Background: an optimization exercise with open tools, aiming at small area, a short achievable clock period and few clock cycles. Do not read the settings as production practice. Where RTL was checked, it was by simulation tests only, not by an equivalence proof against the original. Power is estimated from default activity; no workload was simulated.

main:
==> module obj_line_fifo, before the edit <==
module obj_line_fifo #(
    parameter int DEPTH = 8,
    parameter int WIDTH = 29,
    parameter int YL    = 8,        
    parameter int FV    = 28        
) (
    input  logic             clk,
    input  logic             rst,
    input  logic             clr,       
    input  logic             load,      
    input  logic             any,       
    input  logic             pop,       
    input  logic             last,      
    input  logic [3:0]       tlo,       
    input  logic [DEPTH-1:0] wr_oh,     
    input  logic [WIDTH-1:0] wdata,     
    output logic [WIDTH+3:0] head       
);
    logic [WIDTH-1:0] mem [1:DEPTH-1];
    logic [DEPTH-1:0] nxt_oh;           
    logic [WIDTH-1:0] nxt_mem, w_next;
    logic [3:0]       r_next;
    logic             take_w, zero, upd;
    always_ff @(posedge clk) begin
        for (int k = 1; k < DEPTH; k++)
            if (wr_oh[k]) mem[k] <= wdata;
    end
    always_comb begin
        nxt_mem = '0;
        for (int k = 1; k < DEPTH; k++)
            nxt_mem = nxt_mem | (mem[k] & {WIDTH{nxt_oh[k]}});
    end
    always_ff @(posedge clk) begin
        if (rst || clr) nxt_oh <= DEPTH'(2);
        else if (pop)   nxt_oh <= nxt_oh << 1;
    end
    assign take_w = load ? any : (pop & ~last & |(nxt_oh & wr_oh));
    assign zero   = rst | (load & ~any) | (pop & last);
    assign upd    = rst | load | pop;
    assign w_next = take_w ? wdata : nxt_mem;
    always_comb begin
        logic brw;
        brw = 1'b0;
        for (int b = 0; b < 4; b++) begin
            r_next[b] = tlo[b] ^ w_next[YL + b] ^ brw ^ w_next[FV];
            brw = (~tlo[b] & w_next[YL + b]) | (~(tlo[b] ^ w_next[YL + b]) & brw);
        end
    end
    always_ff @(posedge clk) begin
        if (upd) head <= zero ? '0 : {r_next, w_next};
    end
endmodule
Settings: LEC_CHECK=0, CAP_MARGIN=20, CORE_MARGIN=2, CORE_UTILIZATION=60, CTS_CLUSTER_DIAMETER=100, CTS_CLUSTER_SIZE=20, SETUP_SLACK_MARGIN=5, SLEW_MARGIN=20; clock period 8.0 ns.
run.sh (not shown) runs the stock make flow with config.mk's settings and CLKGATE_MAP_FILE= SYNTH_SCRIPT=/design/flow/synth_recipe.tcl, a recipe that flattens the netlist after the stock synthesis.
Testbench counts of main, summed over its fixed seeds: cycles 5,256.
Input-level comparison between the feature branch and main:
-- flow/design.v --
<<< main, line 40
    logic [DEPTH-1:0] nxt_oh;           
    logic [WIDTH-1:0] nxt_mem, w_next;
    logic [3:0]       r_next;
    logic             take_w, zero, upd;
    always_ff @(posedge clk) begin
>>> the feature branch, line 40
    logic [DEPTH-1:0] nxt_oh;           
    logic [WIDTH-1:0] nxt_mem, w_next;
    logic [3:0]       r_next, r_w, r_mem;
    logic             take_w, zero, upd;
    always_ff @(posedge clk) begin
<<< main, line 60
    assign w_next = take_w ? wdata : nxt_mem;
    always_comb begin
        logic brw;
        brw = 1'b0;
        for (int b = 0; b < 4; b++) begin
            r_next[b] = tlo[b] ^ w_next[YL + b] ^ brw ^ w_next[FV];
            brw = (~tlo[b] & w_next[YL + b]) | (~(tlo[b] ^ w_next[YL + b]) & brw);
        end
    end
    always_ff @(posedge clk) begin
        if (upd) head <= zero ? '0 : {r_next, w_next};
>>> the feature branch, line 60
    assign w_next = take_w ? wdata : nxt_mem;
    always_comb begin
        logic bw, bm;
        bw = 1'b0;
        bm = 1'b0;
        for (int b = 0; b < 4; b++) begin
            r_w[b]   = tlo[b] ^ wdata[YL + b] ^ bw ^ wdata[FV];
            bw       = (~tlo[b] & wdata[YL + b]) | (~(tlo[b] ^ wdata[YL + b]) & bw);
            r_mem[b] = tlo[b] ^ nxt_mem[YL + b] ^ bm ^ nxt_mem[FV];
            bm       = (~tlo[b] & nxt_mem[YL + b]) | (~(tlo[b] ^ nxt_mem[YL + b]) & bm);
        end
    end
    assign r_next = take_w ? r_w : r_mem;
    always_ff @(posedge clk) begin
        if (upd) head <= zero ? '0 : {r_next, w_next};
--- outcome ---
- Changes observed in the feature branch relative to main: worst-case headroom to the max-slew limit +3.1 points; number of clock-tree buffers in the layout -8; final area +about 1.2%; reported max-cap violation count ~0 delta.
- Going from main to the feature branch, number of buffers other than clock buffers in the final layout grew by a little under 10%.
- Against main as the reference, the feature branch delivers a lower total global routing track utilization.
- Cell total after placement ended up 35 lower on the feature branch than on main.
- The feature branch vs main on sequential share of layout area: the feature branch is the lower one.
- Between main and the feature branch, the total nets after synthesis does not differ in any meaningful way.
- Going from main to the feature branch, worst setup slack rose by 0.11 ns; peak per-stage delay on the critical path fell by 0.35 ns; area of the die went up; critical path depth moved up; final critical path time including I/O delays and setup decreased by 0.11 ns relative to the old numbers.
Testbench counts of the feature branch, summed over its fixed seeds: cycles 5,256.

* * *

obj_line_scan, a different RTL version from the one above (not shown whole).
For scale: about 6800 cells after synthesis, about 2300 flip-flops, ~0.097 mm2 of cells after synthesis.
Settings: LEC_CHECK=0, CAP_MARGIN=20, CORE_MARGIN=2, CORE_UTILIZATION=45, SETUP_SLACK_MARGIN=4.8, SLEW_MARGIN=20; clock period 8.0 ns.
Edit:
--- a/flow/design.v
+++ b/flow/design.v
@@ -114,36 +114,31 @@
             gt = 1'b0;
             eq = 1'b1;
             for (int b = CW - 1; b >= 0; b--) begin
                 gt = gt | (eq & obj_cnt[b] & ~((i >> b) & 1));
                 eq = eq & ~(obj_cnt[b] ^ ((i >> b) & 1));
             end
             valid[i] = gt;
         end
     end
     logic [7:0]         tgt_in, tgt;
     logic [3:0]         tgt_hm;
     logic [OBJ_MAX-1:0] hit_now;
-    always_comb begin
-        logic cy, bw;
-        cy = 1'b1;
-        for (int b = 0; b < 8; b++) begin
-            tgt_in[b] = V[b] ^ cy;
-            cy        = cy & V[b];
-        end
-        bw = 1'b1;
-        for (int b = 0; b < 4; b++) begin
-            tgt_hm[b] = tgt_in[4 + b] ^ bw;
-            bw        = bw & ~tgt_in[4 + b];
-        end
+    assign tgt_in[0] = ~V[0];
+    assign tgt_hm[0] = ~tgt_in[4];
+    for (genvar b = 1; b < 8; b++) begin : g_inc
+        assign tgt_in[b] = V[b] ^ (&V[b-1:0]);
+    end
+    for (genvar b = 1; b < 4; b++) begin : g_dec
+        assign tgt_hm[b] = tgt_in[4 + b] ^ ~(|tgt_in[4 +: b]);
     end
     always_comb begin
         for (int i = 0; i < OBJ_MAX; i++) begin
             logic [7:0] y;
             logic       brw;
             y   = obj_table[i][YL +: 8];
             brw = 1'b0;
             for (int b = 0; b < 4; b++)
                 brw = (~tgt_in[b] & y[b]) | (~(tgt_in[b] ^ y[b]) & brw);
             hit_now[i] = (brw ? (y[7:4] == tgt_hm) : (y[7:4] == tgt_in[7:4])) & valid[i];
         end
     end
The changed run ran to the end with no violations.
Via count shrinks by 2.1%.
Worst setup slack gains 420 ps.
Clock power is about the same.
Core utilization grows by 0.18 points.
Sequential share of layout area shrinks by 0.20 points.
Final cell count barely changes.
Global-route usage shrinks by 0.93 points.
Final area grows by 0.35%.
Power grows by 1.8%.
Sequential cell count does not change.
Testbench counts after the change, summed over its fixed seeds: cycles 5,256.
No functional check of the RTL was part of the first run of this note.

[re-timing with driven ports]
How much do the figures lean on ideal ports? The routed layouts below were timed once more, with nothing changed but the port constraints. Step 1 (the two cells are an assumption about what drives the block):
set clk [get_ports {CLK20}]
set_driving_cell -lib_cell sky130_fd_sc_hd__clkbuf_16 $clk
set_driving_cell -lib_cell sky130_fd_sc_hd__buf_2 [delete_from_list [all_inputs] $clk]
Step 2 moves the port delays by t, midway between the first and last clock arrival at a register: inputs arrive t later, outputs are due t later. That takes back most of the time a late clock gives input paths. Three values: no drivers, after step 1, after step 2; two values: the first two.
| run | shift t [ns] | slack for setup (ns) | worst setup path at the end | clock arrival spread, ns | slew at the worst register clock pin (ns) |
|---|---|---|---|---|---|
| main | 0.889 | 4.815 / 4.769 / 3.880 | input to register | 0.054 / 0.053 | 0.11 / 0.11 |
| the feature branch | 0.883 | 4.921 / 4.901 / 4.019 | input to register | 0.059 / 0.059 | 0.10 / 0.10 |
| the first run of note 2 | 0.945 | 4.126 / 4.173 / 3.228 | input to register | 0.088 / 0.088 | 0.07 / 0.07 |
| the second run of note 2 | 0.963 | 4.544 / 4.580 / 3.617 | input to register | 0.036 / 0.036 | 0.07 / 0.07 |
After both steps setup and hold are still met in every run listed. The setup slack of main, which loses most, moves by -0.046 ns with the drivers and by -0.935 ns with both steps.
